Source: an optimization exercise on an open RTL-to-GDS flow (aim: small area and a short achievable clock period). Production flows keep margins and buffers that such runs may drop.
The RTL was checked by simulation tests, not by an equivalence proof against the original design.
No activity file was given, so power comes from the tool's default toggle rates.

==> flow/design.v <==
`default_nettype none
package timerPkg;
  localparam logic [1:0] HTRANS_IDLE   = 2'b00;
  localparam logic [1:0] HTRANS_BUSY   = 2'b01;
  localparam logic [1:0] HTRANS_NONSEQ = 2'b10;
  localparam logic [1:0] HTRANS_SEQ    = 2'b11;
  typedef logic [1:0] evSel;   
  typedef enum logic [1:0] {
    EDGE_NONE,
    EDGE_RISE,
    EDGE_FALL,
    EDGE_BOTH
  } edgeMode;
  typedef struct packed {
    evSel capSel;
    evSel cntSel;
    evSel stopSel;
    evSel startSel;
  } cmcReg;
  typedef struct packed {
    logic capChain;
    logic stopClears;
    logic startClears;
    logic centerAligned;
  } tmsReg;
  typedef struct packed {
    logic       lowActive;
    edgeMode    edgeSel;
    logic [1:0] filtCode;
  } evCfg;
  typedef logic [14:0] ecrReg;   
  typedef struct packed {
    logic ev0Detect;
    logic cmpMatchUp;
    logic periodMatchUp;
  } intReg;
endpackage
`default_nettype wire
`timescale 1ns/1ps
`default_nettype none
module timerTop (
  input  wire                       CPUbus,
  input  wire                       arstN,
  input  wire                       hSel,
  input  wire [32-1:0]        hAddr,
  input  wire [1:0]                 hTrans,
  input  wire                       hWrite,
  input  wire [32-1:0]       hWdata,
  input  wire                       hReady,
  input  wire [2:0]                 evnt,
  output logic [32-1:0]      hRdata,
  output logic                      hReadyOut,
  output logic                      hResp,
  output logic [2-1:0]  pwm,
  output logic                      intr
);
  logic        wrEn, rdEn;
  logic        accept;
  assign accept    = hSel && hReady && hTrans[1];
  assign hReadyOut = 1'b1;
  assign hResp     = 1'b0;
  always_ff @(posedge CPUbus or negedge arstN) begin
    if (!arstN) begin
      wrEn <= 1'b0;
      rdEn <= 1'b0;
    end else begin
      wrEn <= accept && hWrite;
      rdEn <= accept && !hWrite;
    end
  end
  logic [18:0] rdSel;
  always_ff @(posedge CPUbus) begin
    rdSel[0] <= hAddr[7:2] == 6'd0;
    rdSel[1] <= hAddr[7:2] == 6'd1;
    rdSel[2] <= hAddr[7:2] == 6'd2;
    rdSel[3] <= hAddr[7:2] == 6'd3;
    rdSel[4] <= hAddr[7:2] == 6'd4;
    rdSel[5] <= hAddr[7:2] == 6'd16;
    rdSel[6] <= hAddr[7:2] == 6'd17;
    rdSel[7] <= hAddr[7:2] == 6'd18;
    rdSel[8] <= hAddr[7:2] == 6'd19;
    rdSel[9]  <= hAddr[7:2] == 6'd6;
    rdSel[10] <= hAddr[7:2] == 6'd7;
    rdSel[11] <= hAddr[7:2] == 6'd8;
    rdSel[12] <= hAddr[7:2] == 6'd9;
    rdSel[13] <= hAddr[7:2] == 6'd10;
    rdSel[14] <= hAddr[7:2] == 6'd11;
    rdSel[15] <= hAddr[7:2] == 6'd12;
    rdSel[16] <= hAddr[7:2] == 6'd14;
    rdSel[17] <= hAddr[7:2] == 6'd5;
    rdSel[18] <= hAddr[7:2] == 6'd13;
  end
  logic wrTV, wrPR, wrPRSH, wrTRS, wrTMS, wrECR, wrCMC, wrIEC, wrISC, wrPLC;
  logic [1:0] wrCMP, wrCMPSH;
  assign wrTV   = wrEn && rdSel[0];
  assign wrPR   = wrEn && rdSel[1];
  assign wrPRSH = wrEn && rdSel[2];
  assign wrTRS  = wrEn && rdSel[17];
  assign wrTMS  = wrEn && rdSel[11];
  assign wrECR  = wrEn && rdSel[12];
  assign wrCMC  = wrEn && rdSel[13];
  assign wrIEC  = wrEn && rdSel[15];
  assign wrISC  = wrEn && rdSel[18];
  assign wrPLC  = wrEn && rdSel[16];
  assign wrCMP[0]   = wrEn && rdSel[5];
  assign wrCMPSH[0] = wrEn && rdSel[6];
  assign wrCMP[1]   = wrEn && rdSel[7];
  assign wrCMPSH[1] = wrEn && rdSel[8];
  logic [31:0] period, periodSh;
  logic [31:0] compare0, compare1, compareSh0, compareSh1;
  logic [7:0]  cmc;       
  logic [3:0]  tms;       
  logic [14:0] ecr;
  logic [2:0]  iec, isr, isrD;
  logic [1:0]  polarity;
  logic        running, countDown;
  logic [31:0] timerValue;
  logic [1:0]  capFull;
  logic [31:0] cap0, cap1;
  logic [1:0]  pwmState, pwmStateD, polarityD;
  logic        intrD;
  logic [2:0]  evEdge;
  for (genvar g = 0; g < 3; g++) begin : genEvent
    logic [2:0] holdCnt;
    logic [2:0] holdLen;
    logic       evFilt, evFiltDly;
    logic [1:0] filtCode, edgeSel;
    assign filtCode = ecr[5*g +: 2];
    assign edgeSel  = ecr[5*g+2 +: 2];
    always_comb begin
      case (filtCode)
        2'd0:    holdLen = 3'd0;
        2'd1:    holdLen = 3'd3;
        2'd2:    holdLen = 3'd5;
        default: holdLen = 3'd7;
      endcase
    end
    always_ff @(posedge CPUbus or negedge arstN) begin
      if (!arstN) begin
        holdCnt   <= '0;
        evFilt    <= 1'b0;
        evFiltDly <= 1'b0;
        evEdge[g] <= 1'b0;
      end else begin
        if (evnt[g] == evFilt) begin
          holdCnt <= '0;
        end else if (holdCnt == holdLen) begin
          evFilt  <= evnt[g];
          holdCnt <= '0;
        end else begin
          holdCnt <= holdCnt + 3'd1;
        end
        evFiltDly <= evFilt;
        evEdge[g] <= (evFilt ^ evFiltDly) && (evFilt ? edgeSel[0] : edgeSel[1]);
      end
    end
  end
  function automatic logic pickEvent(input logic [1:0] sel, input logic [2:0] ev);
    case (sel)
      2'd1:    pickEvent = ev[0];
      2'd2:    pickEvent = ev[1];
      2'd3:    pickEvent = ev[2];
      default: pickEvent = 1'b0;
    endcase
  endfunction
  logic evStart, evStop, evCount, evCapture;
  assign evStart   = pickEvent(cmc[1:0], evEdge);
  assign evStop    = pickEvent(cmc[3:2], evEdge);
  assign evCount   = pickEvent(cmc[5:4], evEdge);
  assign evCapture = pickEvent(cmc[7:6], evEdge);
  logic startReq, stopReq, timerClear, countEnable, step;
  assign startReq    = (wrTRS && hWdata[0]) || evStart;
  assign stopReq     = (wrTRS && hWdata[1]) || evStop;
  assign timerClear  = (wrTRS && hWdata[2]) || (startReq && tms[1]) || (stopReq && tms[2]);
  assign countEnable = (cmc[5:4] == 2'd0) || evCount;
  assign step        = running && countEnable;
  function automatic logic [1:0] cmpLtEq(input logic [31:0] a, input logic [31:0] b);
    logic [31:0] l, e;
    l = ~a & b;
    e = ~(a ^ b);
    for (int w = 1; w < 32; w = w * 2) begin
      for (int i = 0; i < 32; i = i + 2 * w) begin
        l[i] = l[i + w] | (e[i + w] & l[i]);
        e[i] = e[i + w] & e[i];
      end
    end
    cmpLtEq = {l[0], e[0]};
  endfunction
  logic periodMatch, zeroMatch, tvGePeriod, tvLtPeriod;
  logic [1:0] cmpMatch, tvGtCmp, tvLtCmp;
  assign {tvLtPeriod, periodMatch} = cmpLtEq(timerValue, period);
  assign {tvLtCmp[0], cmpMatch[0]} = cmpLtEq(timerValue, compare0);
  assign {tvLtCmp[1], cmpMatch[1]} = cmpLtEq(timerValue, compare1);
  assign tvGePeriod = !tvLtPeriod;
  assign tvGtCmp    = ~tvLtCmp & ~cmpMatch;
  assign zeroMatch  = ~|timerValue;
  logic xfer;   
  assign xfer = running && (countDown ? zeroMatch : periodMatch);
  logic [31:0] tvInc, tvDec, tvNext;
  logic        cdNext;
  always_comb begin
    for (int i = 0; i < 32; i++) begin
      tvInc[i] = timerValue[i] ^ (i == 0 ? 1'b1 :  (&(timerValue & ((32'd1 << i) - 32'd1) | ~((32'd1 << i) - 32'd1))));
      tvDec[i] = timerValue[i] ^ (i == 0 ? 1'b1 : ~(|(timerValue & ((32'd1 << i) - 32'd1))));
    end
  end
  always_comb begin
    cdNext = countDown;
    tvNext = timerValue;
    if (!tms[0]) begin
      cdNext = 1'b0;
      tvNext = tvGePeriod ? 32'd0 : tvInc;
    end else if (countDown) begin
      cdNext = !zeroMatch;
      tvNext = zeroMatch ? tvInc : tvDec;
    end else begin
      cdNext = tvGePeriod;
      tvNext = tvGePeriod ? tvDec : tvInc;
    end
  end
  logic cap1Wr;
  assign cap1Wr = evCapture && (tms[3] || capFull[0]);
  always_ff @(posedge CPUbus or negedge arstN) begin
    if (!arstN) begin
      running    <= 1'b0;
      timerValue <= '0;
      countDown  <= 1'b0;
      capFull    <= '0;
      pwm        <= '0;
      intr       <= 1'b0;
    end else begin
      if (startReq)     running <= 1'b1;
      else if (stopReq) running <= 1'b0;
      if (timerClear) begin
        timerValue <= '0;
        countDown  <= 1'b0;
      end else if (wrTV) begin
        timerValue <= hWdata;
      end else if (step) begin
        timerValue <= tvNext;
        countDown  <= cdNext;
      end
      if (evCapture)                         capFull[0] <= 1'b1;
      else if (rdEn && rdSel[3])      capFull[0] <= 1'b0;
      if (cap1Wr)                            capFull[1] <= 1'b1;
      else if (rdEn && rdSel[4])      capFull[1] <= 1'b0;
      pwm <= pwmStateD ^ polarityD;   
      intr <= intrD;
    end
  end
  assign pwmState  = pwm ^ polarity;
  assign polarityD = wrPLC ? hWdata[1:0] : polarity;
  always_comb begin
    for (int i = 0; i < 2; i++) begin
      pwmStateD[i] = pwmState[i];
      if (!running) begin
        pwmStateD[i] = tvGtCmp[i];
      end else if (countEnable) begin
        if (tms[0]) begin
          if (cmpMatch[i])                  pwmStateD[i] = !pwmState[i];
          else if (zeroMatch && countDown)  pwmStateD[i] = 1'b0;
        end else begin
          if (cmpMatch[i])                  pwmStateD[i] = 1'b1;
          else if (periodMatch)             pwmStateD[i] = 1'b0;
        end
      end
    end
  end
  always_ff @(posedge CPUbus) begin
    if (evCapture) cap0 <= timerValue;
    if (cap1Wr)    cap1 <= cap0;
  end
  always_ff @(posedge CPUbus or negedge arstN) begin
    if (!arstN) begin
      period     <= '0;
      periodSh   <= '0;
      compare0   <= '0;
      compare1   <= '0;
      compareSh0 <= '0;
      compareSh1 <= '0;
      cmc        <= '0;
      tms        <= '0;
      ecr        <= '0;
      iec        <= '0;
      polarity   <= '0;
      isr        <= '0;
    end else begin
      if (wrPR || (wrPRSH && !running)) period <= hWdata;
      else if (xfer)                    period <= periodSh;
      if (wrPRSH) periodSh <= hWdata;
      if (wrCMP[0] || (wrCMPSH[0] && !running)) compare0 <= hWdata;
      else if (xfer)                            compare0 <= compareSh0;
      if (wrCMPSH[0]) compareSh0 <= hWdata;
      if (wrCMP[1] || (wrCMPSH[1] && !running)) compare1 <= hWdata;
      else if (xfer)                            compare1 <= compareSh1;
      if (wrCMPSH[1]) compareSh1 <= hWdata;
      if (wrCMC) cmc      <= hWdata[7:0];
      if (wrTMS) tms      <= hWdata[3:0];
      if (wrECR) ecr      <= hWdata[14:0];
      if (wrIEC) iec      <= hWdata[2:0];
      if (wrPLC) polarity <= hWdata[1:0];
      isr <= isrD;
    end
  end
  assign isrD  = (isr & ~(wrISC ? hWdata[2:0] : 3'd0)) |
                 ({evEdge[0], running && !countDown && (|cmpMatch),
                   running && !countDown && periodMatch} & iec);
  assign intrD = |isrD;   
  logic [31:0] rdSmall;
  assign rdSmall = {30'd0, {2{rdSel[9]}}  & capFull}           |
                   {30'd0, {2{rdSel[10]}} & {countDown, running}} |
                   {28'd0, {4{rdSel[11]}} & tms}               |
                   {17'd0, {15{rdSel[12]}} & ecr}              |
                   {24'd0, {8{rdSel[13]}} & cmc}               |
                   {29'd0, {3{rdSel[14]}} & isr}               |
                   {29'd0, {3{rdSel[15]}} & iec}               |
                   {30'd0, {2{rdSel[16]}} & polarity};
  assign hRdata = ({32{rdSel[0]}} & timerValue) |
                  ({32{rdSel[1]}} & period)     |
                  ({32{rdSel[2]}} & periodSh)   |
                  ({32{rdSel[3]}} & cap0)       |
                  ({32{rdSel[4]}} & cap1)       |
                  ({32{rdSel[5]}} & compare0)   |
                  ({32{rdSel[6]}} & compareSh0) |
                  ({32{rdSel[7]}} & compare1)   |
                  ({32{rdSel[8]}} & compareSh1) |
                  rdSmall;
endmodule
`default_nettype wire
==> flow/flow/run.sh <==
#!/bin/bash
# Own layout flow: the standard flow (standard synthesis unchanged), with
# every input and output port buffered by a plain buf_2 instead of the buffer
# cell buffer_ports would pick by itself. Each tool's output goes to its own
# log file here; ORFS keeps its per-step logs under orfs/logs.
set -euo pipefail
export BUFFER_PORTS_ARGS="-buffer_cell sky130_fd_sc_hd__buf_2"
bash standard.sh synth > synth.log 2>&1
bash standard.sh finish > layout.log 2>&1
==> flow/standard.sh <==
#!/bin/bash
# synth_recipe.tcl (not shown) runs the flow's synth.tcl, then flattens the netlist and writes it again
# the make line also repeats each setting of config.mk as NAME=value (left out here)
make -C /OpenROAD-flow-scripts/flow DESIGN_CONFIG=/design/flow/config.mk WORK_HOME=/design/flow/orfs CLKGATE_MAP_FILE= SYNTH_SCRIPT=/design/flow/synth_recipe.tcl "${@:-finish}"
==> flow/config.mk <==
export PLATFORM = sky130hd
export DESIGN_NAME = timerTop
export DESIGN_NICKNAME = timerTop
export VERILOG_FILES = /design/flow/design.v
export SDC_FILE = /design/flow/constraint.sdc
export NUM_CORES = 4
export LEC_CHECK = 0
export CAP_MARGIN = 20
export CORE_MARGIN = 2
export CORE_UTILIZATION = 50
export CTS_CLUSTER_DIAMETER = 60
export CTS_CLUSTER_SIZE = 20
export SETUP_SLACK_MARGIN = 2.5
export SLEW_MARGIN = 20
export TNS_END_PERCENT = 10
==> flow/constraint.sdc <==
create_clock -name core_clock -period 5.5 [get_ports {CPUbus}]
set_input_delay 1.1000 -clock core_clock [delete_from_list [all_inputs] [get_ports {CPUbus}]]
set_output_delay 1.1000 -clock core_clock [all_outputs]
set_load 0.01 [all_outputs]
==> results of run 1 <==
==> worst paths after layout <==
check                         startpoint                     end  slack [ps]  cells after the start
setup / recovery                rdSel[4]               hRdata[7]        2470                      6
hold reg to reg                 cap0[29]                cap1[29]         450                      0
max in group asynchronous          arstN  genEvent[2].holdCnt[0]        3700                      2
setup reg to reg           timerValue[7]           timerValue[5]        2510                     11
min in group asynchronous          arstN      genEvent[2].evFilt         610                      1
hold / removal                  cap0[29]                cap1[29]         450                      0
==> cells in the mapped netlist (all sizes together), types with 8 or more instances <==
master	instances
a21o	30
a21oi	72
nor4	17
dfxtp	19
nand4	40
and3	8
edfxtp	64
a22o	34
ha	109
nand3	74
a31oi	15
a222oi	23
a221oi	39
mux2i	100
dfrtp	286
mux2	132
clkbuf	86
nor2	74
o211ai	10
a22oi	70
nand2	187
o21ai	160
inv	40
nor3	35
a211oi	11
o21a	8
o31ai	8
buf	43
xnor2	22
==> power groups by stage <==
stage,sequential [uW],clock [uW],combinational [uW]
finish,4300,2570,4830
global placement,4370,0,3870
global route,4380,2730,5300
detailed placement,4380,0,4010
floorplan,3980,0,3020
CTS,4300,2620,4420
==> routing by layer <==
layer | wire length, um | track usage | vias to the layer above
met2 | 30600 | 0.506 | 694
met1 | 27100 | 0.420 | 8361
met3 | 4610 | 0.0480 | 137
met4 | 2000 | 0.108 | 0
li1 | - | - | 7431
met5 | 0 | 0 | -
==> metrics by stage <==
step,utilization,setup slack [ps]
finish,0.591,2470
global route,0.591,2410
CTS,0.576,2440
detailed placement,0.527,1690
global placement,0.527,1700
floorplan,-,2600
==> critical path: cells and delay by family (launching register included) <==
| family | cells | cell delay (ps) |
|---|---|---|
| flip-flops | 1 | 350 |
| buffers and inverters | 2 | 310 |
| AND/OR/NAND/NOR | 2 | 270 |
| AO/OA/AOI/OAI | 2 | 390 |
==> cell families (layout without fill, tap and decap cells) <==
kind of cell,Yosys count,count (layout),synth area share
other,2,2,0.000373
flip-flops,369,369,0.470
multiplexers,232,232,0.124
buffers and inverters,170,301,0.0358
adder cells (fa/ha/maj),109,109,0.0677
AO/OA/AOI/OAI,517,517,0.175
XOR/XNOR,24,24,0.0104
AND/OR/NAND/NOR,482,482,0.117
==> layout make-up <==
class | count | area [um2] | area share
multi-input combinational | 1366 | 10300 | 0.440
sequential | 369 | 9520 | 0.406
timing repair buffer | 198 | 1580 | 0.0675
clock buffer | 40 | 935 | 0.0398
tap | 525 | 657 | 0.0280
clock inverter | 22 | 279 | 0.0119
inverter | 41 | 175 | 0.00746
==> registers in the layout, summed over array words and instances, names as in the netlist, 4 cells and up <==
signal,count
compareSh1,32
compareSh0,32
ecr,15
periodSh,32
genEvent.holdCnt,9
rdSel,19
period,32
compare0,32
cmc,8
cap1,32
tms,4
timerValue,32
compare1,32
cap0,32
==> timing repair <==
| item | in CTS | in global routing |
|---|---|---|
| setup buffers | 38 | 46 |
| pin swaps | 14 | 21 |
| resized for setup | 95 | 56 |
| setup endpoints to repair | 165 | 159 |
| cloned | 3 | 0 |
==> results.ini, run 1 <==
[critical_path]
start_kind=register
max_stage_delay_ps=350
critPathRequiredTime_ps=4400
cp-end-kind=output port
cp_slowest_cell=dfxtp_2
crit_arrival_ps=1930
path_cells=buf_12, a22o_1, a221oi_2, and3_1, nand2_1, buf_2
crit_type=reg -> out
crit_fanout=14

[final_layout]
syn2layout_area_growth_pct=16.6
antenna_cells=0
final_cell_mix=dfrtp_1, nand2_1, mux2_2
fin_nets=2193
stdcell_count=2561
final_common_cell=dfrtp_1
fin_area_mm2=0.0235
drive_gt1_frac=0.252
fill_cells=3370

[synth]
synth-edff-count=64
synth_area_mm2=0.0201
synth_cell_type_count=81
ys_ff_latch=369
syn_area_per_cell_um2=10.6
async_flop_share=0.775
yosys.area.top_type=dfrtp_1
syn_inst=1905
synth_fp_nets=2088
yosysWarnings=1
ys_seq_area_frac=0.470
synth_area_leaders=dfrtp_1, edfxtp_1, mux2_2
synth_top_area_frac=0.355
ys.flop_type=dfrtp_1

[timing]
rsz0062_at_grt=yes
period_needed_ps=3030
fmax_ghz=0.330
worst_slew_pin_slew_ps=1110
period_share=0.551
slew_headroom=0.256
finalSetupTns_ps=0
whs_ps=448
fin_skew_ps=36.5
hold_viol=0
slew_violations=0
setup_viol=0

[die]
die_x_um=205
start_util=0.507
core_area_mm2=0.0397
num_io_pins=111
rows=73
die_area_mm2=0.0419
die_h_um=205

[clock_network]
cts.sinks=369
cts_tree=done
cts-root-buf=clkbuf_16
htree_levels=2
cts_buffers=34
hold_buffers=0
clkSlewWorstSetupHoldPaths_ps=80
cts_max_path_buffers=3
clock_latency_ps=580

[job]
cap_viol_max_count=0

[routing]
vias=16600
via_per_inst=6.49
route.detailed.drc=0
drt_wl_total_um=64300
wl_per_cell_um=25.1
detail_route.first_pass.iterations=6
postRouteAntennaNets=0
initialDrtViolationCount=1823

[power]
clkPwrFrac=0.219
power.density_mw_per_mm2=498
p_comb_frac=0.413
p_int_uw=6930
leakage_uw=0.00989
ir_drop_mv=0.274
netSwitchingFraction=0.407
p_seq_frac=0.368
power_switching_uw=4760
power_uw=11700

[global_route]
track_usage=0.310
grt_max_degree=107
grt_overflow=0
antenna_found_initial=0
grt_pass1_vias=16300
grt_pass1_wl_um=99000

[placed_design]
gp_congestion=0.929
place_area_mm2=0.0209
port-buffer-count=81
placed_cells=2412
dpl.hpwl_um=41700

[status]
status=no timing/DRC/antenna violations

[hold_path]
hold_class=reg -> reg

==> inputs of run 2 (changes only) <==
--- a/flow/config.mk
+++ b/flow/config.mk
@@ -11,5 +11,5 @@
 export CTS_CLUSTER_DIAMETER = 60
 export CTS_CLUSTER_SIZE = 20
-export SETUP_SLACK_MARGIN = 2.5
+export SETUP_SLACK_MARGIN = 2.8
 export SLEW_MARGIN = 20
 export TNS_END_PERCENT = 10
==> results.ini, run 2 <==
[status]
status=no timing/DRC/antenna violations

[die]
core_area_mm2=0.0397
die_area_mm2=0.0419
die_h_um=205
die_x_um=205
rows=73
num_io_pins=111
start_util=0.507

[timing]
worst_slew_pin_slew_ps=1100
period_share=0.550
period_needed_ps=3020
hold_viol=0
slew_violations=0
finalSetupTns_ps=0
setup_viol=0
fin_skew_ps=35.8
fmax_ghz=0.331
slew_headroom=0.262
whs_ps=448
rsz0062_at_grt=yes

[synth]
ys.flop_type=dfrtp_1
syn_area_per_cell_um2=10.6
synth_most_common_cell=dfrtp_1
synth_top_area_frac=0.355
synth_cell_type_count=81
ys_ff_latch=369
synth_fp_nets=2088
yosysWarnings=1
ys_seq_area_frac=0.470
synth-edff-count=64
async_flop_share=0.775
synth_area_leaders=dfrtp_1, edfxtp_1, mux2_2
syn_inst=1905
yosys.area.top_type=dfrtp_1
synth_area_mm2=0.0201
ys_top_cells_by_count=dfrtp_1, nand2_1, mux2_2

[clock_network]
cts.sinks=369
cts_tree=done
cts_buffers=34
hold_buffers=0
cts-root-buf=clkbuf_16
htree_levels=2
clock_latency_ps=580
clkSlewWorstSetupHoldPaths_ps=80
cts_max_path_buffers=3

[hold_path]
worstHoldStart=genEvent[1].evFiltDly
hold_end=evEdge[1]
hold_class=reg -> reg
holdPathStages=1

[placed_design]
port-buffer-count=81
gp_congestion=0.929
dpl.hpwl_um=41700

[critical_path]
crit_type=reg -> reg
crit_fanout=6
cp_slowest_cell=or4_1
regToRegSetupSlack_ps=2480
path_cells=inv_2, ha_1, nand4_1, nor3_2, a22oi_2, and2_1, nand3_4, nand2_2, or4_1, a22oi_2
max_stage_delay_ps=550
crit_arrival_ps=3510
ff2ff_path_depth=10
critPathRequiredTime_ps=5980
r2r_end=timerValue[6]
cp-end-kind=register
cp_common_cell=a22oi_2
start_kind=register
rr_startpoint=timerValue[20]

[power]
leakage_uw=0.0103
power.density_mw_per_mm2=506
ir_drop_mv=0.290

[final_layout]
final_cell_mix=dfrtp_1, nand2_1, mux2_2
drive_gt1_frac=0.296
fill_cells=3256
fin_nets=2240
final_common_cell=dfrtp_1
multiInputGateArea_mm2=0.0107
register_area_mm2=0.00954
syn2layout_area_growth_pct=20.7
antenna_cells=0

[routing]
vias=17000
route.detailed.drc=0
wl_met2_um=31800
routed.top_layer=met4
via_per_inst=6.54
postRouteAntennaNets=0
initialDrtViolationCount=1846
drt_wl_total_um=67000
detail_route.first_pass.iterations=6
wl_met3_um=5140
wl_per_cell_um=25.7
drt-met1-wl_um=27500

[global_route]
track_usage=0.319
grt_max_degree=107
grt_pass1_vias=16800
grt_pass1_wl_um=102000
grt_overflow=0
antenna_found_initial=0

[job]
cap_viol_max_count=0

[run 2: cell counts after synthesis]
Identical to the previous run, type by type.
[run 2: cell families after synthesis]
logic type | after synthesis | synth area share
AND/OR/NAND/NOR | 482 | 0.117
adder cells (fa/ha/maj) | 109 | 0.0677
AO/OA/AOI/OAI | 517 | 0.175
flip-flops | 369 | 0.470
multiplexers | 232 | 0.124
other | 2 | 0.000373
buffers and inverters | 170 | 0.0358
XOR/XNOR | 24 | 0.0104
[run 2: power by group]
part           switching, uW  internal [uW]
Clock                   1240           1340
Sequential               741           3530
Combinational           3040           2410
Total                   5020           7280
[run 2: cell type report]
type | count | area share
well taps | 525 | 0.0270
repair buffers | 244 | 0.0854
flip-flops and latches | 369 | 0.392
multi-input cells | 1367 | 0.438
inverters | 41 | 0.00731
clock inverters | 22 | 0.0115
clock buffers | 40 | 0.0384
[run 2: layer usage]
layer,global-route usage,vias up
li1,-,7546
met1,0.426,8520
met2,0.516,796
met3,0.0541,184
met4,0.128,0
met5,0,-
[run 2: worst max-delay path, delay by kind of cell (launching register included)]
family,cells,cell delay (ps)
AND/OR/NAND/NOR,6,1830
AO/OA/AOI/OAI,2,310
adder cells (fa/ha/maj),1,290
flip-flops,1,420
buffers and inverters,1,100
[run 2: worst max path at each step]
stage,start,end,slack [ps],cells after the start
6_report,timerValue[20],timerValue[6],2480,10
5_1_grt,rdSel[1],hRdata[27],2410,4
4_1_cts,rdSel[4],hRdata[7],2470,6
3_5_place_dp,timerValue[23],timerValue[6],1690,10
3_3_place_gp,timerValue[23],timerValue[6],1700,10
2_1_floorplan,timerValue[29],timerValue[11],2600,12
[run 2: timing repair]
item | 4_1_cts | 5_1_grt
setup endpoints to repair | 212 | 165
pin swaps | 58 | 31
hold endpoints to repair | 0 | 0
cloned | 6 | 2
gates resized for setup | 187 | 62
buffers inserted | 98 | 28
[run 2: through the flow]
stage          cells  setup WS [ps]   util  instance area (um2)  power, uW
2_1_floorplan   1905           2600      -                20100       7010
3_3_place_gp    2412           1700  0.527                20900       8230
3_5_place_dp    2412           1690  0.527                20900       8390
4_1_cts         2578           2470  0.598                23700      12000
5_1_grt         2608           2410  0.612                24300      13000
6_report        2608           2480  0.612                24300      12300
==> inputs of run 3 (changes only) <==
--- a/flow/config.mk
+++ b/flow/config.mk
@@ -9,7 +9,7 @@
 export CORE_MARGIN = 2
 export CORE_UTILIZATION = 50
-export CTS_CLUSTER_DIAMETER = 60
-export CTS_CLUSTER_SIZE = 20
-export SETUP_SLACK_MARGIN = 2.8
+export CTS_CLUSTER_DIAMETER = 80
+export CTS_CLUSTER_SIZE = 24
+export SETUP_SLACK_MARGIN = 2.5
 export SLEW_MARGIN = 20
 export TNS_END_PERCENT = 10
==> results.ini, run 3 <==
[global_route]
antenna_found_initial=0
grt_overflow=0
grt_pass1_wl_um=99000
track_usage=0.308
grt_max_degree=107
grt_pass1_vias=16300

[power]
ir_drop_mv=0.293
leakage_uw=0.00958
power.density_mw_per_mm2=479

[die]
die_h_um=205
start_util=0.507
num_io_pins=111
rows=73
core_area_mm2=0.0397
die_x_um=205
die_area_mm2=0.0419

[placed_design]
place_area_mm2=0.0209
dpl.hpwl_um=41700
port-buffer-count=81
gp_congestion=0.929

[status]
status=no timing/DRC/antenna violations

[synth]
ys_ff_latch=369
syn_area_per_cell_um2=10.6
synth_area_leaders=dfrtp_1, edfxtp_1, mux2_2
synth-edff-count=64
yosys.area.top_type=dfrtp_1
ys_seq_area_frac=0.470
async_flop_share=0.775
synth_cell_type_count=81
synth_most_common_cell=dfrtp_1
yosysWarnings=1
synth_fp_nets=2088
synth_top_area_frac=0.355
ys_top_cells_by_count=dfrtp_1, nand2_1, mux2_2
syn_inst=1905
synth_area_mm2=0.0201
ys.flop_type=dfrtp_1

[final_layout]
fin_area_mm2=0.0229
final_common_cell=dfrtp_1
fill_cells=3455
drive_gt1_frac=0.245
syn2layout_area_growth_pct=13.6
antenna_cells=0
final_cell_mix=dfrtp_1, nand2_1, mux2_2
fin_nets=2180

[clock_network]
hold_buffers=0
cts.sinks=369
clkSlewWorstSetupHoldPaths_ps=100
cts-root-buf=clkbuf_16
cts_max_path_buffers=3
htree_levels=1
cts_tree=done
clock_latency_ps=570
cts_buffers=23

[critical_path]
regToRegSetupSlack_ps=2540
critPathRequiredTime_ps=4400
start_kind=register
crit_fanout=14
cp-end-kind=output port
ff2ff_path_depth=11
crit_arrival_ps=1920
crit_type=reg -> out

[timing]
slew_headroom=0.257
worst_slew_pin_slew_ps=1110
period_needed_ps=3020
hold_viol=0
whs_ps=451
rsz0062_at_grt=yes
setup_viol=0
slew_violations=0
period_share=0.550
finalSetupTns_ps=0
fin_skew_ps=21.5
fmax_ghz=0.331

[hold_path]
holdPathStages=1
hold_class=reg -> reg

[job]
cap_viol_max_count=0

[routing]
drt_wl_total_um=64900
wl_per_cell_um=25.6
postRouteAntennaNets=0
via_per_inst=6.53
detail_route.first_pass.iterations=8
initialDrtViolationCount=1628
vias=16600
route.detailed.drc=0

-- run 3: cell counts after synthesis --
Identical to the previous run, type by type.
-- run 3: where the power goes --
group / switching, uW / internal (uW) / total [uW]
logic: 2830 / 2010 / 4840
registers: 739 / 3530 / 4270
clock network: 1040 / 815 / 1850
total: 4600 / 6360 / 11000
-- run 3: final timing paths --
path	start	endpoint
worst max-delay path	rdSel[4]	hRdata[7]
worst min-delay path	genEvent[1].evFiltDly	evEdge[1]
worst max register to register	timerValue[7]	timerValue[6]
worst min register to register	genEvent[1].evFiltDly	evEdge[1]
max in group asynchronous	arstN	compare1[10]
min in group asynchronous	arstN	period[16]
-- run 3: layout make-up --
cell class,instances,area [um2],share of cell area
Clock buffer,28,594,0.0260
Clock inverter,13,123,0.00536
Inverter,41,169,0.00738
Multi-Input combinational cell,1368,10300,0.450
Sequential cell,369,9530,0.417
Tap cell,525,657,0.0287
Timing Repair Buffer,194,1500,0.0656
-- run 3: kinds of logic (layout without fill, tap and decap cells) --
kind of cell               count (synthesis)  in the layout  share of synthesized area
AOI/OAI and AO/OA                        517            518                      0.175
and+or+nand+nor                          482            483                      0.117
DFF                                      369            369                      0.470
muxes                                    232            232                      0.124
buffers and inverters                    170            276                     0.0358
adders and majority gates                109            109                     0.0677
xor gates and xnor gates                  24             24                     0.0104
other                                      2              2                   0.000373
-- run 3: worst max-delay path, stage by stage, from the launching register on --
cell and delay (ps):
dfxtp_2 350, buf_8 160, a22o_1 240, a221oi_2 170
and3_1 200, nand2_1 70, buf_2 150
-- run 3: repair_timing --
| item | CTS | global route |
|---|---|---|
| buffers inserted | 45 | 34 |
| resized for setup | 88 | 70 |
| cloned | 3 | 3 |
| pin swaps | 13 | 27 |
| endpoints found under the setup margin | 165 | 162 |
-- run 3: routing by layer --
layer  global-route usage  wire, um  part of all wire
met1                0.425     27700              0.43
met4               0.0960      2220             0.034
met3               0.0374      4190             0.065
met2                0.507     30800              0.47
met5                    0         0                 0
-- run 3: through the flow --
step | cells | total power (uW) | utilization | setup WS [ps]
2_1_floorplan | 1905 | 7010 | - | 2600
3_3_place_gp | 2412 | 8230 | 0.527 | 1700
3_5_place_dp | 2412 | 8390 | 0.527 | 1690
4_1_cts | 2501 | 10600 | 0.562 | 2420
5_1_grt | 2538 | 11600 | 0.576 | 2410
6_report | 2538 | 11000 | 0.576 | 2480
==> inputs of run 4 (changes only) <==
--- a/flow/design.v
+++ b/flow/design.v
@@ -119,5 +119,4 @@
   logic [31:0] cap0, cap1;
   logic [1:0]  pwmState, pwmStateD, polarityD;
-  logic        intrD;
   logic [2:0]  evEdge;
   for (genvar g = 0; g < 3; g++) begin : genEvent
@@ -228,5 +227,4 @@
       capFull    <= '0;
       pwm        <= '0;
-      intr       <= 1'b0;
     end else begin
       if (startReq)     running <= 1'b1;
@@ -246,5 +244,4 @@
       else if (rdEn && rdSel[4])      capFull[1] <= 1'b0;
       pwm <= pwmStateD ^ polarityD;   
-      intr <= intrD;
     end
   end
@@ -306,5 +303,5 @@
                  ({evEdge[0], running && !countDown && (|cmpMatch),
                    running && !countDown && periodMatch} & iec);
-  assign intrD = |isrD;   
+  assign intr  = |isr;
   logic [31:0] rdSmall;
   assign rdSmall = {30'd0, {2{rdSel[9]}}  & capFull}           |
==> flow/flow/run.sh (replaced) <==
#!/bin/bash
# Own layout flow: the standard flow, step by step, with the standard
# synthesis unchanged. The only difference from the standard layout is that
# every input and output port is buffered with a plain buf_2 instead of the
# buffer cell buffer_ports would otherwise pick. Each step's full output goes
# to its own log file here; ORFS also keeps its per-step logs under orfs/logs.
set -euo pipefail
export BUFFER_PORTS_ARGS="-buffer_cell sky130_fd_sc_hd__buf_2"
for step in synth floorplan place cts route finish; do
  bash standard.sh "$step" > "$step.log" 2>&1
done
--- a/flow/config.mk
+++ b/flow/config.mk
@@ -9,6 +9,6 @@
 export CORE_MARGIN = 2
 export CORE_UTILIZATION = 50
-export CTS_CLUSTER_DIAMETER = 80
-export CTS_CLUSTER_SIZE = 24
+export CTS_CLUSTER_DIAMETER = 60
+export CTS_CLUSTER_SIZE = 20
 export SETUP_SLACK_MARGIN = 2.5
 export SLEW_MARGIN = 20
==> results.ini, run 4 <==
[status]
status=no timing/DRC/antenna violations

[routing]
initialDrtViolationCount=1854
via_per_inst=6.61
detail_route.first_pass.iterations=7
wl_met2_um=31800
routed.top_layer=met4
wl_met3_um=5170
postRouteAntennaNets=0
wl_per_cell_um=26.7
route.detailed.drc=0
drt_wl_total_um=68300
vias=16900
drt-met1-wl_um=28300

[job]
cap_viol_max_count=0

[critical_path]
cp_slowest_cell=dfxtp_4
path_cells=buf_12, a22o_1, a221oi_2, and3_1, nand2_1, buf_2
cp-end-kind=output port
crit_arrival_ps=1970
max_stage_delay_ps=380
start_kind=register
critPathRequiredTime_ps=4400
crit_type=reg -> out
rr_startpoint=timerValue[0]
crit_fanout=8
crit_start=rdSel[1]

[synth]
synth_fp_nets=2085
synth_cell_type_count=80
syn_inst=1902
ys_ff_latch=368
yosysWarnings=1
synth_area_leaders=dfrtp_1, edfxtp_1, mux2_2
syn_area_per_cell_um2=10.6
async_flop_share=0.774
ys_top_cells_by_count=dfrtp_1, nand2_1, mux2_2
synth-edff-count=64
ys.flop_type=dfrtp_1
synth_top_area_frac=0.353
ys_seq_area_frac=0.467
yosys.area.top_type=dfrtp_1
synth_most_common_cell=dfrtp_1
synth_area_mm2=0.0202

[power]
power_switching_uw=3990
power_uw=10200
leakage_uw=0.00894
clkPwrFrac=0.252
p_seq_frac=0.389
p_int_uw=6250
p_comb_frac=0.359
ir_drop_mv=0.242
netSwitchingFraction=0.390
power.density_mw_per_mm2=435

[global_route]
grt_pass1_wl_um=103000
grt_pass1_vias=16400
track_usage=0.327
antenna_found_initial=1
grt_max_degree=115
grt_overflow=0

[timing]
slew_headroom=0.259
setup_viol=0
worst_slew_pin_slew_ps=1110
period_needed_ps=3070
fin_skew_ps=31.2
final.setup.worst_slack_ps=2430
period_share=0.558
rsz0062_at_grt=yes
slew_violations=0
fmax_ghz=0.326
hold_viol=0
finalSetupTns_ps=0

[clock_network]
cts_tree=done
htree_levels=2
cts.sinks=368
clock_latency_ps=580
cts_buffers=36
hold_buffers=0
cts-root-buf=clkbuf_16
clkSlewWorstSetupHoldPaths_ps=70
cts_max_path_buffers=3

[placed_design]
place_area_mm2=0.0210
gp_congestion=0.928
port-buffer-count=81
dpl.hpwl_um=41900
placed_cells=2411
place_ws_ps=1370

[final_layout]
final_cell_mix=dfrtp_1, nand2_1, mux2_2
multiInputGateArea_mm2=0.0103
final_common_cell=dfrtp_1
fin_area_mm2=0.0235
syn2layout_area_growth_pct=16.3
fill_cells=3393
drive_gt1_frac=0.260
register_area_mm2=0.00950
stdcell_count=2560
fin_nets=2190

[die]
die_x_um=205
rows=73
core_area_mm2=0.0398
num_io_pins=111
die_h_um=205
die_area_mm2=0.0420
start_util=0.508

[hold_path]
hold_class=reg -> reg
worstHoldStart=genEvent[0].evFiltDly

==> run 4: path summary, 6_finish.rpt <==
kind,end,slack (ps),cells past startpoint
min in group asynchronous,compareSh1[28],580,1
hold / removal,evEdge[0],440,1
setup / recovery,hRdata[5],2430,6
max in group asynchronous,genEvent[2].evFiltDly,3810,2
setup reg to reg,compare1[21],2460,11
hold reg to reg,evEdge[0],440,1
==> run 4: power by group through the flow <==
stage               Combinational, uW  Sequential, uW  Clock [uW]
floorplan                        2290            3750           0
global placement                 2980            4040           0
detailed placement               3080            4060           0
CTS                              3420            3970        2610
global route                     4040            4040        2720
finish                           3680            3980        2580
==> run 4: stage by stage <==
stage | hold WS (ps) | util
after floorplan | 420 | -
after global placement | 430 | 0.527
after detailed placement | 434 | 0.527
after CTS | 442 | 0.581
after global routing | 454 | 0.590
final | 440 | 0.590
==> run 4: final cells by class <==
class | count | area share
diodes | 1 | 0.000106
well taps | 525 | 0.0279
inverters | 42 | 0.00718
clock buffers | 41 | 0.0413
flip-flops and latches | 368 | 0.404
multi-input cells | 1362 | 0.439
repair buffers | 197 | 0.0705
clock inverters | 24 | 0.00979
==> run 4: cells by family after synthesis <==
logic type / share of synthesized area
DFF: 0.467
muxes: 0.123
adders and majority gates: 0.0675
xor gates and xnor gates: 0.0113
other: 0.000372
buffers and inverters: 0.0404
and+or+nand+nor: 0.118
AOI/OAI and AO/OA: 0.173
==> run 4: metal layers <==
layer,vias up,track usage
met4,0,0.147
met2,840,0.521
met5,-,0
li1,7445,-
met3,182,0.0512
met1,8466,0.440
==> run 4: critical path: cells and delay by family, from the launching register on <==
| family | cells | cell delay [ps] |
|---|---|---|
| AOI/OAI and AO/OA | 2 | 440 |
| buffers and inverters | 2 | 310 |
| DFF | 1 | 380 |
| and+or+nand+nor | 2 | 270 |
==> run 4: what timing repair did <==
action                                  CTS  global route
cloned                                    7             2
setup buffers                            51            23
endpoints found under the setup margin  164           159
pin swaps                                20            10
gates resized for setup                 118            34
==> inputs of run 5 (changes only) <==
--- a/flow/config.mk
+++ b/flow/config.mk
@@ -9,6 +9,6 @@
 export CORE_MARGIN = 2
 export CORE_UTILIZATION = 50
-export CTS_CLUSTER_DIAMETER = 60
-export CTS_CLUSTER_SIZE = 20
+export CTS_CLUSTER_DIAMETER = 90
+export CTS_CLUSTER_SIZE = 26
 export SETUP_SLACK_MARGIN = 2.5
 export SLEW_MARGIN = 20
==> results.ini, run 5 <==
[final_layout]
stdcell_count=2550
fin_util=0.584
final_common_cell=dfrtp_1
syn2layout_area_growth_pct=15.1
fin_nets=2194
fill_cells=3385
final_cell_mix=dfrtp_1, nand2_1, mux2_2
multiInputGateArea_mm2=0.0105
register_area_mm2=0.00950
drive_gt1_frac=0.264

[critical_path]
crit_type=reg -> out
ff2ff_path_depth=11
cp-end-kind=output port
critPathRequiredTime_ps=4400
crit_arrival_ps=1950
rr_startpoint=timerValue[1]
regToRegSetupSlack_ps=2500
crit_fanout=33
r2r_end=period[25]
start_kind=register

[global_route]
grt_overflow=0
met3_usage=0.0387
busiest_layer=met2
grt_pass1_wl_um=99500
grtUsageMet2=0.513
antenna_found_initial=0
grt_max_degree=115
grt_pass1_vias=16000
use_met1=0.426
track_usage=0.311

[placed_design]
gp_congestion=0.928
place_ws_ps=1370
dpl.hpwl_um=41900
placed_cells=2411
port-buffer-count=81

[synth]
synth_most_common_cell=dfrtp_1
synth_top_area_frac=0.353
synth_area_mm2=0.0202
ys.flop_type=dfrtp_1
synth_cell_type_count=80
async_flop_share=0.774
synth_fp_nets=2085
ys_top_cells_by_count=dfrtp_1, nand2_1, mux2_2
synth-edff-count=64
synth_area_leaders=dfrtp_1, edfxtp_1, mux2_2
syn_inst=1902
yosys.area.top_type=dfrtp_1
ys_seq_area_frac=0.467
ys_ff_latch=368
yosysWarnings=1
syn_area_per_cell_um2=10.6

[hold_path]
holdPathStages=0
worstHoldStart=cap0[1]
hold_class=reg -> reg
hold_end=cap1[1]

[power]
power_switching_uw=3760
ir_drop_mv=0.237
power.density_mw_per_mm2=407
leakage_uw=0.00879
p_int_uw=5710
netSwitchingFraction=0.397
clkPwrFrac=0.177
p_comb_frac=0.403
p_seq_frac=0.420

[routing]
vias=16900
postRouteAntennaNets=0
wl_per_cell_um=26.7
via_per_inst=6.62
route.detailed.drc=0
initialDrtViolationCount=1910
detail_route.first_pass.iterations=8
drt_wl_total_um=68000

[die]
die_h_um=205
start_util=0.508
die_x_um=205
num_io_pins=111
rows=73
core_area_mm2=0.0398
die_area_mm2=0.0420

[timing]
finalSetupTns_ps=0
rsz0062_at_grt=yes
period_needed_ps=3050
slew_headroom=0.253
period_share=0.555
worst_slew_pin_slew_ps=1120
slew_violations=0
fmax_ghz=0.328
hold_viol=0
setup_viol=0
final.setup.worst_slack_ps=2450
fin_skew_ps=32.5

[clock_network]
cts_buffers=19
hold_buffers=0
cts_max_path_buffers=3
cts_tree=done
clkSlewWorstSetupHoldPaths_ps=110
cts.sinks=368
htree_levels=1
clock_latency_ps=570
cts-root-buf=clkbuf_16

[status]
status=no timing/DRC/antenna violations

[job]
cap_viol_max_count=0

## run 5: area by class of cell
class	instances	area share
clock inverters	5	0.00253
inverters	42	0.00844
multi-input cells	1361	0.450
clock buffers	29	0.0229
flip-flops and latches	368	0.408
diodes	1	0.000108
repair buffers	219	0.0798
well taps	525	0.0282
## run 5: layer usage
layer	vias up	part of all wire
li1	7428	-
met1	8443	0.41
met2	840	0.47
met3	166	0.077
met4	0	0.037
met5	-	0
## run 5: cell families (layout without fill, tap and decap cells)
logic type | Yosys count | in the layout | synth area share
other cells | 2 | 3 | 0.000372
buf+inv | 175 | 295 | 0.0404
fa+ha+maj | 109 | 109 | 0.0675
xor+xnor | 26 | 26 | 0.0113
flops | 368 | 368 | 0.467
mux | 232 | 232 | 0.123
compound gates | 508 | 510 | 0.173
simple gates | 482 | 482 | 0.118
## run 5: repair_timing
| action | 4_1_cts | 5_1_grt |
|---|---|---|
| resized for setup | 93 | 105 |
| gates cloned | 3 | 10 |
| setup endpoints to repair | 164 | 162 |
| setup buffers | 45 | 46 |
| pin swaps | 15 | 42 |
## run 5: how the worst max path moves through the flow
| stage | slack (ps) | to | from |
|---|---|---|---|
| 6_report | 2450 | hRdata[5] | rdSel[1] |
| 4_1_cts | 2370 | hRdata[5] | rdSel[7] |
| 5_1_grt | 2360 | hRdata[5] | rdSel[1] |
| 3_3_place_gp | 1380 | timerValue[13] | timerValue[19] |
| 3_5_place_dp | 1370 | timerValue[13] | timerValue[19] |
| 2_1_floorplan | 2470 | timerValue[28] | timerValue[25] |
## run 5: stage by stage
step	hold WS (ps)	total power, uW	instance area (um2)
floorplan	420	6050	20200
global placement	430	7020	21000
detailed placement	434	7140	21000
CTS	449	9050	22300
global route	456	10000	23300
finish	448	9470	23300
## run 5: power by group through the flow
stage | registers (uW) | logic (uW) | clock network, uW
final | 3970 | 3820 | 1670
after global routing | 4040 | 4170 | 1810
after CTS | 3950 | 3390 | 1710
after detailed placement | 4060 | 3080 | 0
after global placement | 4040 | 2980 | 0
after floorplan | 3750 | 2290 | 0
## run 5: worst max-delay path, cell delays in order (launching register included)
cell and delay [ps]:
dfxtp_1 340, buf_12 190, a22o_1 250, a221oi_2 200, and3_1 190, nand2_1 60
buf_2 150
==> inputs of run 6 (changes only) <==
--- a/flow/design.v
+++ b/flow/design.v
@@ -119,4 +119,5 @@
   logic [31:0] cap0, cap1;
   logic [1:0]  pwmState, pwmStateD, polarityD;
+  logic        intrD;
   logic [2:0]  evEdge;
   for (genvar g = 0; g < 3; g++) begin : genEvent
@@ -227,4 +228,5 @@
       capFull    <= '0;
       pwm        <= '0;
+      intr       <= 1'b0;
     end else begin
       if (startReq)     running <= 1'b1;
@@ -244,4 +246,5 @@
       else if (rdEn && rdSel[4])      capFull[1] <= 1'b0;
       pwm <= pwmStateD ^ polarityD;   
+      intr <= intrD;
     end
   end
@@ -303,5 +306,5 @@
                  ({evEdge[0], running && !countDown && (|cmpMatch),
                    running && !countDown && periodMatch} & iec);
-  assign intr  = |isr;
+  assign intrD = |isrD;   
   logic [31:0] rdSmall;
   assign rdSmall = {30'd0, {2{rdSel[9]}}  & capFull}           |
--- a/flow/config.mk
+++ b/flow/config.mk
@@ -9,7 +9,7 @@
 export CORE_MARGIN = 2
 export CORE_UTILIZATION = 50
-export CTS_CLUSTER_DIAMETER = 90
-export CTS_CLUSTER_SIZE = 26
+export CTS_CLUSTER_DIAMETER = 80
+export CTS_CLUSTER_SIZE = 24
 export SETUP_SLACK_MARGIN = 2.5
 export SLEW_MARGIN = 20
-export TNS_END_PERCENT = 10
+export TNS_END_PERCENT = 5
==> results.ini, run 6 <==
[die]
rows=73
die_h_um=205
start_util=0.507
core_area_mm2=0.0397
num_io_pins=111
die_area_mm2=0.0419
die_x_um=205

[timing]
period_needed_ps=3020
final.setup.worst_slack_ps=2480
finalSetupTns_ps=0
slew_violations=0
setup_viol=0
worst_slew_pin_slew_ps=1100
fin_skew_ps=23.1
hold_viol=0
fmax_ghz=0.331
slew_headroom=0.263
rsz0062_at_grt=yes
period_share=0.549

[critical_path]
path_cells=buf_8, a22o_1, a221oi_2, and3_1, nand2_1, buf_2
crit_fanout=14
cp-end-kind=output port
cp_slowest_cell=dfxtp_2
crit_arrival_ps=1920
start_kind=register
critPathRequiredTime_ps=4400
regToRegSetupSlack_ps=2540
crit_type=reg -> out
max_stage_delay_ps=350

[synth]
syn_area_per_cell_um2=10.6
async_flop_share=0.775
synth_cell_type_count=81
ys_ff_latch=369
syn_inst=1905
synth_area_mm2=0.0201
synth_fp_nets=2088
yosys.area.top_type=dfrtp_1
synth-edff-count=64
yosysWarnings=1
synth_area_leaders=dfrtp_1, edfxtp_1, mux2_2
ys_top_cells_by_count=dfrtp_1, nand2_1, mux2_2
synth_top_area_frac=0.355
synth_most_common_cell=dfrtp_1
ys_seq_area_frac=0.470
ys.flop_type=dfrtp_1

[clock_network]
cts_buffers=23
htree_levels=1
cts_max_path_buffers=3
clkSlewWorstSetupHoldPaths_ps=100
cts.sinks=369
clock_latency_ps=570
cts-root-buf=clkbuf_16
hold_buffers=0
cts_tree=done

[power]
ir_drop_mv=0.301
p_comb_frac=0.441
clkPwrFrac=0.169
leakage_uw=0.00959
netSwitchingFraction=0.420
power_switching_uw=4610
power_uw=11000
power.density_mw_per_mm2=479
p_seq_frac=0.389
p_int_uw=6360

[final_layout]
multiInputGateArea_mm2=0.0103
final_common_cell=dfrtp_1
syn2layout_area_growth_pct=13.7
final_cell_mix=dfrtp_1, nand2_1, mux2_2
fill_cells=3452
fin_nets=2183
drive_gt1_frac=0.246
antenna_cells=0
register_area_mm2=0.00953

[global_route]
grt_pass1_wl_um=98900
grt_overflow=0
track_usage=0.308
grt_pass1_vias=16200
antenna_found_initial=0
grt_max_degree=107

[routing]
vias=16600
wl_per_cell_um=25.6
drt_wl_total_um=65000
via_per_inst=6.55
detail_route.first_pass.iterations=8
postRouteAntennaNets=0
route.detailed.drc=0
initialDrtViolationCount=1653

[hold_path]
hold_class=reg -> reg

[placed_design]
port-buffer-count=81
gp_congestion=0.929
dpl.hpwl_um=41700
place_ws_ps=1690

[status]
status=no timing/DRC/antenna violations

[job]
cap_viol_max_count=0

-- run 6: cell count changes after synthesis, moves of 5 or more --
cell	previous run	this run
o21ai_1	45	56
buf_12	5	0
nor2_1	81	72
a31oi_1	7	14
a211o_1	0	5
nand3_1	53	74
o21ai_0	99	104
-- run 6: kinds of logic (layout without fill, tap and decap cells) --
group           count (synthesis)  after routing  synth area share
simple gates                  482            483             0.117
compound gates                517            518             0.175
fa+ha+maj                     109            109            0.0677
other cells                     2              2          0.000373
buf+inv                       170            279            0.0358
mux                           232            232             0.124
xor+xnor                       24             24            0.0104
flops                         369            369             0.470
-- run 6: path summary, 6_finish.rpt --
check                                end  depth (start not counted)                  start
setup / recovery               hRdata[7]                          6               rdSel[4]
hold / removal                 evEdge[1]                          1  genEvent[1].evFiltDly
setup reg to reg           timerValue[6]                         11          timerValue[7]
hold reg to reg                evEdge[1]                          1  genEvent[1].evFiltDly
max in group asynchronous   compare1[10]                          2                  arstN
min in group asynchronous     period[16]                          1                  arstN
-- run 6: power by group through the flow --
stage | combinational, uW | clock (uW) | sequential, uW
floorplan | 3020 | 0 | 3980
global placement | 3870 | 0 | 4370
detailed placement | 4010 | 0 | 4380
CTS | 4450 | 1880 | 4270
global route | 5300 | 1990 | 4350
finish | 4840 | 1860 | 4270
-- run 6: area by class of cell --
class | count | share of cell area
well taps | 525 | 0.0287
clock buffers | 28 | 0.0260
clock inverters | 13 | 0.00535
inverters | 41 | 0.00738
flip-flops and latches | 369 | 0.416
repair buffers | 197 | 0.0665
multi-input cells | 1368 | 0.450
-- run 6: worst max-delay path, delay by kind of cell, from the launching register on --
kind	cells	cell delay, ps
buf+inv	2	310
flops	1	350
compound gates	2	400
simple gates	2	270
-- run 6: layer usage --
layer,global-route usage,up-vias,routed length [um]
li1,-,7408,-
met1,0.425,8400,27700
met2,0.507,685,30900
met3,0.0371,138,4160
met4,0.0960,0,2220
met5,0,-,0
-- run 6: stage by stage --
step | cells | hold WS, ps | instance area [um2] | util
3_3_place_gp | 2412 | 430 | 20900 | 0.527
6_report | 2541 | 450 | 22900 | 0.576
3_5_place_dp | 2412 | 438 | 20900 | 0.527
5_1_grt | 2541 | 461 | 22900 | 0.576
4_1_cts | 2498 | 453 | 22300 | 0.561
2_1_floorplan | 1905 | 420 | 20100 | -
-- run 6: timing repair --
action / in CTS / in global routing
endpoints found under the setup margin: 165 / 164
setup buffers: 42 / 40
pin swaps: 13 / 31
cloned: 3 / 3
gates resized for setup: 84 / 72
==> inputs of run 7 (changes only) <==
--- a/flow/config.mk
+++ b/flow/config.mk
@@ -11,5 +11,5 @@
 export CTS_CLUSTER_DIAMETER = 80
 export CTS_CLUSTER_SIZE = 24
-export SETUP_SLACK_MARGIN = 2.5
+export SETUP_SLACK_MARGIN = 2.65
 export SLEW_MARGIN = 20
 export TNS_END_PERCENT = 5
==> results.ini, run 7 <==
[synth]
yosysWarnings=1
synth-edff-count=64
synth_area_mm2=0.0201
syn_inst=1905
syn_area_per_cell_um2=10.6
ys_ff_latch=369
ys_seq_area_frac=0.470
synth_cell_type_count=81
synth_area_leaders=dfrtp_1, edfxtp_1, mux2_2
synth_most_common_cell=dfrtp_1
synth_top_area_frac=0.355
ys_top_cells_by_count=dfrtp_1, nand2_1, mux2_2
synth_fp_nets=2088
async_flop_share=0.775
ys.flop_type=dfrtp_1
yosys.area.top_type=dfrtp_1

[clock_network]
cts_buffers=23
clock_latency_ps=570
cts.sinks=369
cts-root-buf=clkbuf_16
hold_buffers=0
cts_max_path_buffers=3
cts_tree=done
htree_levels=1
clkSlewWorstSetupHoldPaths_ps=100

[routing]
postRouteAntennaNets=0
drt_wl_total_um=66500
route.detailed.drc=0
vias=16900
drt-met1-wl_um=27600
detail_route.first_pass.iterations=6
wl_met3_um=4930
via_per_inst=6.55
routed.top_layer=met4
wl_met2_um=31500
wl_per_cell_um=25.8
initialDrtViolationCount=1792

[global_route]
grt_pass1_vias=16200
grt_pass1_wl_um=99700
track_usage=0.310
grt_overflow=0
antenna_found_initial=1
grt_max_degree=107

[power]
leakage_uw=0.00982
ir_drop_mv=0.308
power_uw=11400
power.density_mw_per_mm2=488

[final_layout]
fin_nets=2214
drive_gt1_frac=0.272
syn2layout_area_growth_pct=16.5
fill_cells=3398
final_cell_mix=dfrtp_1, nand2_1, mux2_2
final_common_cell=dfrtp_1

[timing]
setup_viol=0
hold_viol=0
fin_skew_ps=25.3
fmax_ghz=0.333
period_needed_ps=3010
slew_violations=0
worst_slew_pin_slew_ps=1110
period_share=0.547
rsz0062_at_grt=yes
slew_headroom=0.254
finalSetupTns_ps=0

[critical_path]
crit_fanout=14
critPathRequiredTime_ps=4400
cp-end-kind=output port
start_kind=register
crit_type=reg -> out
crit_arrival_ps=1910

[placed_design]
gp_congestion=0.929
dpl.hpwl_um=41700
port-buffer-count=81

[die]
num_io_pins=111
rows=73
die_x_um=205
start_util=0.507
die_h_um=205
die_area_mm2=0.0419
core_area_mm2=0.0397

[status]
status=no timing/DRC/antenna violations

[job]
cap_viol_max_count=0

[hold_path]
hold_class=reg -> reg

[run 7: cell type report]
type	instances	area, um2	share of cell area
Antenna cell	1	2.50	0.000107
Inverter	41	191	0.00816
Clock buffer	28	594	0.0253
Multi-Input combinational cell	1369	10500	0.448
Tap cell	525	657	0.0280
Sequential cell	369	9540	0.407
Timing Repair Buffer	227	1850	0.0787
Clock inverter	13	123	0.00523
[run 7: metrics by stage]
| step | instance area [um2] | std cells | utilization | setup WS, ps | hold WS [ps] |
|---|---|---|---|---|---|
| 3_3_place_gp | 20900 | 2412 | 0.527 | 1700 | 430 |
| 5_1_grt | 23500 | 2573 | 0.590 | 2340 | 461 |
| 4_1_cts | 22600 | 2516 | 0.569 | 2490 | 453 |
| 2_1_floorplan | 20100 | 1905 | - | 2600 | 420 |
| 6_report | 23500 | 2573 | 0.590 | 2490 | 451 |
| 3_5_place_dp | 20900 | 2412 | 0.527 | 1690 | 438 |
[run 7: logic make-up after synthesis]
group | synth area share
AO/OA/AOI/OAI | 0.175
buffers and inverters | 0.0358
flip-flops | 0.470
multiplexers | 0.124
AND/OR/NAND/NOR | 0.117
XOR/XNOR | 0.0104
other | 0.000373
adder cells (fa/ha/maj) | 0.0677
[run 7: worst paths after layout]
| path | cells past startpoint | endpoint | slack (ps) | from |
|---|---|---|---|---|
| worst max-delay path | 6 | hRdata[7] | 2490 | rdSel[4] |
| worst min-delay path | 1 | evEdge[1] | 450 | genEvent[1].evFiltDly |
| worst max register to register | 11 | timerValue[29] | 2540 | timerValue[30] |
| worst min register to register | 1 | evEdge[1] | 450 | genEvent[1].evFiltDly |
| max in group asynchronous | 2 | compare1[10] | 3690 | arstN |
| min in group asynchronous | 1 | compare0[16] | 600 | arstN |
[run 7: report_power, final]
part	switching [uW]	leakage [uW]	internal, uW	total (uW)
clock network	1040	0.000352	814	1850
logic	2980	0.00548	2330	5310
registers	754	0.00399	3530	4290
[run 7: metal layers]
metal / vias to the layer above / GRT usage
met3: 156 / 0.0375
met1: 8445 / 0.428
met5: - / 0
li1: 7467 / -
met4: 0 / 0.0952
met2: 797 / 0.512
[run 7: critical path: stages, from the launching register on]
cell      delay (ps)
dfxtp_2          350
buf_12           160
a22o_1           230
a221oi_2         160
and3_1           200
nand2_1           70
buf_2            150
[run 7: repair_timing]
item | in CTS | in global routing
pin swaps | 24 | 32
resized for setup | 116 | 88
setup buffers | 58 | 52
gates cloned | 5 | 4
endpoints found under the setup margin | 180 | 165
==> inputs of run 8 (changes only) <==
--- a/flow/config.mk
+++ b/flow/config.mk
@@ -11,5 +11,6 @@
 export CTS_CLUSTER_DIAMETER = 80
 export CTS_CLUSTER_SIZE = 24
-export SETUP_SLACK_MARGIN = 2.65
+export GPL_ROUTABILITY_DRIVEN = 0
+export SETUP_SLACK_MARGIN = 2.5
 export SLEW_MARGIN = 20
 export TNS_END_PERCENT = 5
==> results.ini, run 8 <==
[die]
die_area_mm2=0.0419
rows=73
die_x_um=205
core_area_mm2=0.0397
die_h_um=205
start_util=0.507
num_io_pins=111

[critical_path]
crit_fanout=14
crit_arrival_ps=1920
max_stage_delay_ps=350
cp-end-kind=output port
path_cells=buf_8, a22o_1, a221oi_2, and3_1, nand2_1, buf_2
critPathRequiredTime_ps=4400
crit_type=reg -> out
start_kind=register
cp_slowest_cell=dfxtp_2

[status]
status=no timing/DRC/antenna violations

[synth]
yosys.area.top_type=dfrtp_1
synth_mux_area_frac=0.124
yosys.area_share.adder=0.0677
synth_compound_area_frac=0.175
synth_most_common_cell=dfrtp_1
ys_ff_latch=369
synth_fp_nets=2088
synth-edff-count=64
async_flop_share=0.775
ys_seq_area_frac=0.470
syn_area_per_cell_um2=10.6
synth_top_family_by_area=compound AO/OA/AOI/OAI gates
synth_cell_type_count=81
synth_top_area_frac=0.355
synth_area_leaders=dfrtp_1, edfxtp_1, mux2_2
syn_inst=1905
ys.flop_type=dfrtp_1
synthSimpleGateAreaFrac=0.117
yosysWarnings=1
ys_top_cells_by_count=dfrtp_1, nand2_1, mux2_2
synth_area_mm2=0.0201
synth_xor_area_frac=0.0104

[global_route]
grt_pass1_wl_um=98900
grt_pass1_vias=16200
grt_overflow=0
antenna_found_initial=0
track_usage=0.308
grt_max_degree=107

[final_layout]
final_common_cell=dfrtp_1
fill_cells=3452
register_area_mm2=0.00953
drive_gt1_frac=0.246
antenna_cells=0
final_cell_mix=dfrtp_1, nand2_1, mux2_2
multiInputGateArea_mm2=0.0103
fin_nets=2183
syn2layout_area_growth_pct=13.7
fin_area_mm2=0.0229

[timing]
fin_skew_ps=23.1
worst_slew_pin_slew_ps=1100
finalSetupTns_ps=0
hold_viol=0
slew_violations=0
period_needed_ps=3020
rsz0062_at_grt=yes
fmax_ghz=0.331
setup_viol=0
period_share=0.549
slew_headroom=0.263

[power]
ir_drop_mv=0.301
power.density_mw_per_mm2=479
leakage_uw=0.00959

[clock_network]
cts.sinks=369
cts-root-buf=clkbuf_16
clock_latency_ps=570
cts_max_path_buffers=3
cts_tree=done
htree_levels=1
clkSlewWorstSetupHoldPaths_ps=100
hold_buffers=0
cts_buffers=23

[routing]
vias=16600
initialDrtViolationCount=1653
route.detailed.drc=0
drt_wl_total_um=65000
detail_route.first_pass.iterations=8
wl_per_cell_um=25.6
postRouteAntennaNets=0
via_per_inst=6.55

[placed_design]
dpl.hpwl_um=41700
place_area_mm2=0.0209
port-buffer-count=81

[hold_path]
hold_class=reg -> reg

[job]
cap_viol_max_count=0

-- run 8: power by group --
group	switching, uW	internal (uW)	total, uW
combinational	2830	2010	4840
clock	1040	815	1860
sequential	737	3530	4270
-- run 8: repair_timing --
action	CTS	global route
cloned	3	3
endpoints found under the setup margin	165	164
resized for setup	84	72
buffers inserted	42	40
pin swaps	13	31
-- run 8: final timing paths --
kind	start	to	slack, ps	cells past startpoint
setup / recovery	rdSel[4]	hRdata[7]	2480	6
hold / removal	genEvent[1].evFiltDly	evEdge[1]	450	1
setup reg to reg	timerValue[7]	timerValue[6]	2540	11
hold reg to reg	genEvent[1].evFiltDly	evEdge[1]	450	1
max in group asynchronous	arstN	compare1[10]	3710	2
min in group asynchronous	arstN	period[16]	600	1
-- run 8: stage by stage --
stage / util / std cells / setup WS, ps / hold WS [ps] / power, uW
after floorplan: - / 1905 / 2600 / 420 / 7010
after global placement: 0.527 / 2412 / 1700 / 430 / 8230
after detailed placement: 0.527 / 2412 / 1690 / 438 / 8390
after CTS: 0.561 / 2498 / 2420 / 453 / 10600
after global routing: 0.576 / 2541 / 2410 / 461 / 11600
final: 0.576 / 2541 / 2480 / 450 / 11000
-- run 8: logic make-up after synthesis --
logic type,after synthesis
multiplexers,232
adder cells (fa/ha/maj),109
other,2
buffers and inverters,170
flip-flops,369
AO/OA/AOI/OAI,517
XOR/XNOR,24
AND/OR/NAND/NOR,482
-- run 8: cell type report --
class | instances | share of cell area
multi-input combinational | 1368 | 0.450
sequential | 369 | 0.416
timing repair buffer | 197 | 0.0665
tap | 525 | 0.0287
clock buffer | 28 | 0.0260
inverter | 41 | 0.00738
clock inverter | 13 | 0.00535
-- run 8: per-layer routing --
layer,GRT usage,part of all wire,up-vias
met2,0.507,0.48,685
met3,0.0371,0.064,138
met5,0,0,-
met1,0.425,0.43,8400
met4,0.0960,0.034,0
li1,-,-,7408
-- run 8: worst max-delay path: cells and delay by family (launching register included) --
family	cells	cell delay (ps)
buf+inv	2	310
simple gates	2	270
compound gates	2	400
flops	1	350
==> inputs of run 9 (changes only) <==
--- a/flow/config.mk
+++ b/flow/config.mk
@@ -8,9 +8,9 @@
 export CAP_MARGIN = 20
 export CORE_MARGIN = 2
-export CORE_UTILIZATION = 50
+export CORE_UTILIZATION = 60
 export CTS_CLUSTER_DIAMETER = 80
 export CTS_CLUSTER_SIZE = 24
-export GPL_ROUTABILITY_DRIVEN = 0
+export PLACE_DENSITY = 0.75
 export SETUP_SLACK_MARGIN = 2.5
 export SLEW_MARGIN = 20
-export TNS_END_PERCENT = 5
+export TNS_END_PERCENT = 10
==> results.ini, run 9 <==
[status]
status=no timing/DRC/antenna violations

[synth]
ys.flop_type=dfrtp_1
synth_fp_nets=2088
synth_area_mm2=0.0201
syn_inst=1905
ys_ff_latch=369
synth_most_common_cell=dfrtp_1
yosysWarnings=1
ys_seq_area_frac=0.470
async_flop_share=0.775
ys_top_cells_by_count=dfrtp_1, nand2_1, mux2_2
synth_cell_type_count=81
yosys.area.top_type=dfrtp_1
syn_area_per_cell_um2=10.6
synth-edff-count=64
synth_top_area_frac=0.355
synth_area_leaders=dfrtp_1, edfxtp_1, mux2_2

[timing]
worst_slew_pin_slew_ps=1080
slew_headroom=0.278
period_share=0.556
fmax_ghz=0.327
final.setup.worst_slack_ps=2440
fin_skew_ps=34.5
setup_viol=0
slew_violations=0
rsz0062_at_grt=yes
period_needed_ps=3060
finalSetupTns_ps=0
hold_viol=0

[clock_network]
cts_tree=done
cts_max_path_buffers=3
clock_latency_ps=560
cts.sinks=369
cts_buffers=22
cts-root-buf=clkbuf_16
htree_levels=1
clkSlewWorstSetupHoldPaths_ps=100

[routing]
initialDrtViolationCount=2060
detail_route.first_pass.iterations=9
drt_wl_total_um=61500
wl_per_cell_um=24.8
vias=17100
route.detailed.drc=0
via_per_inst=6.89
postRouteAntennaNets=0

[power]
clkPwrFrac=0.167
p_seq_frac=0.390
power_switching_uw=4550
p_comb_frac=0.443
power.density_mw_per_mm2=480
leakage_uw=0.00964
ir_drop_mv=0.300
p_int_uw=6420
netSwitchingFraction=0.415

[placed_design]
gp_congestion=0.985
port-buffer-count=81
place_area_mm2=0.0208
dpl.hpwl_um=40400
place_ws_ps=1740

[die]
die_h_um=187
rows=67
core_area_mm2=0.0333
num_io_pins=111
die_area_mm2=0.0350
start_util=0.605
die_x_um=187

[critical_path]
crit_arrival_ps=1960
regToRegSetupSlack_ps=2510
critPathRequiredTime_ps=4400
cp-end-kind=output port
crit_type=reg -> out
crit_fanout=16
start_kind=register

[global_route]
antenna_found_initial=0
grt_pass1_wl_um=94400
track_usage=0.341
grt_max_degree=114
grt_pass1_vias=16500
grt_overflow=0

[final_layout]
fill_cells=2498
fin_area_mm2=0.0228
fin_nets=2198
drive_gt1_frac=0.250
syn2layout_area_growth_pct=13.4
antenna_cells=0
final_common_cell=dfrtp_1
final_cell_mix=dfrtp_1, nand2_1, mux2_2

[hold_path]
hold_class=in -> async

[job]
cap_viol_max_count=0

-- run 9: cell types whose count changed in the layout (fill, tap and decap cells not counted), moves of 4 or more --
cell / previous run / this run
a221oi_1: 27 / 31
a221oi_2: 12 / 8
buf_4: 93 / 115
nand2_2: 7 / 2
o21ai_1: 55 / 60
-- run 9: per-stage QoR --
stage	total power (uW)	cells	utilization	hold slack [ps]
after floorplan	7010	1905	-	420
after global placement	8140	2338	0.626	429
after detailed placement	8330	2338	0.626	437
after CTS	10400	2421	0.665	451
after global routing	11600	2479	0.686	463
final	11000	2479	0.686	447
-- run 9: path summary, 6_finish.rpt --
kind | startpoint | end | cells past startpoint
hold reg to reg | cap0[22] | cap1[22] | 0
setup / recovery | rdSel[12] | hRdata[4] | 5
setup reg to reg | evEdge[2] | timerValue[25] | 9
min in group core_clock | cap0[22] | cap1[22] | 0
max in group asynchronous | arstN | timerValue[28] | 2
hold / removal | arstN | periodSh[17] | 1
-- run 9: area by class of cell --
type	instances	area [um2]	area share
Tap cell	448	561	0.0245
Clock inverter	12	124	0.00542
Sequential cell	369	9540	0.418
Inverter	41	179	0.00784
Clock buffer	28	594	0.0260
Multi-Input combinational cell	1366	10300	0.450
Timing Repair Buffer	215	1560	0.0682
-- run 9: logic make-up (layout without fill, tap and decap cells) --
family / count (synthesis) / count (layout) / share of synthesized area
AOI/OAI and AO/OA: 517 / 517 / 0.175
xor gates and xnor gates: 24 / 24 / 0.0104
adders and majority gates: 109 / 109 / 0.0677
buffers and inverters: 170 / 296 / 0.0358
DFF: 369 / 369 / 0.470
muxes: 232 / 232 / 0.124
other: 2 / 2 / 0.000373
and+or+nand+nor: 482 / 482 / 0.117
-- run 9: what timing repair did --
| item | CTS | global route |
|---|---|---|
| endpoints found under the setup margin | 182 | 105 |
| hold endpoints to repair | 0 | 0 |
| pin swaps | 14 | 21 |
| hold buffers | 0 | 0 |
| setup buffers | 43 | 58 |
| resized for setup | 87 | 67 |
-- run 9: power by group through the flow --
stage / logic (uW) / registers [uW] / clock network [uW]
after global placement: 3790 / 4350 / 0
after detailed placement: 3960 / 4370 / 0
final: 4860 / 4280 / 1830
after floorplan: 3020 / 3980 / 0
after CTS: 4270 / 4270 / 1830
after global routing: 5310 / 4340 / 1930
-- run 9: routing by layer --
metal | vias to the layer above | global-route usage | part of all wire | routed length, um
li1 | 7425 | - | - | -
met1 | 8413 | 0.461 | 0.40 | 24300
met2 | 1025 | 0.558 | 0.47 | 29100
met3 | 213 | 0.0490 | 0.088 | 5390
met4 | 0 | 0.134 | 0.043 | 2620
met5 | - | 0 | 0 | 0
-- run 9: critical path, cell delays in order (launching register included) --
cell and delay, ps:
dfxtp_4 450, a22o_1 270, a221oi_2 200, and3_1 200, nand2_1 100, buf_2 170
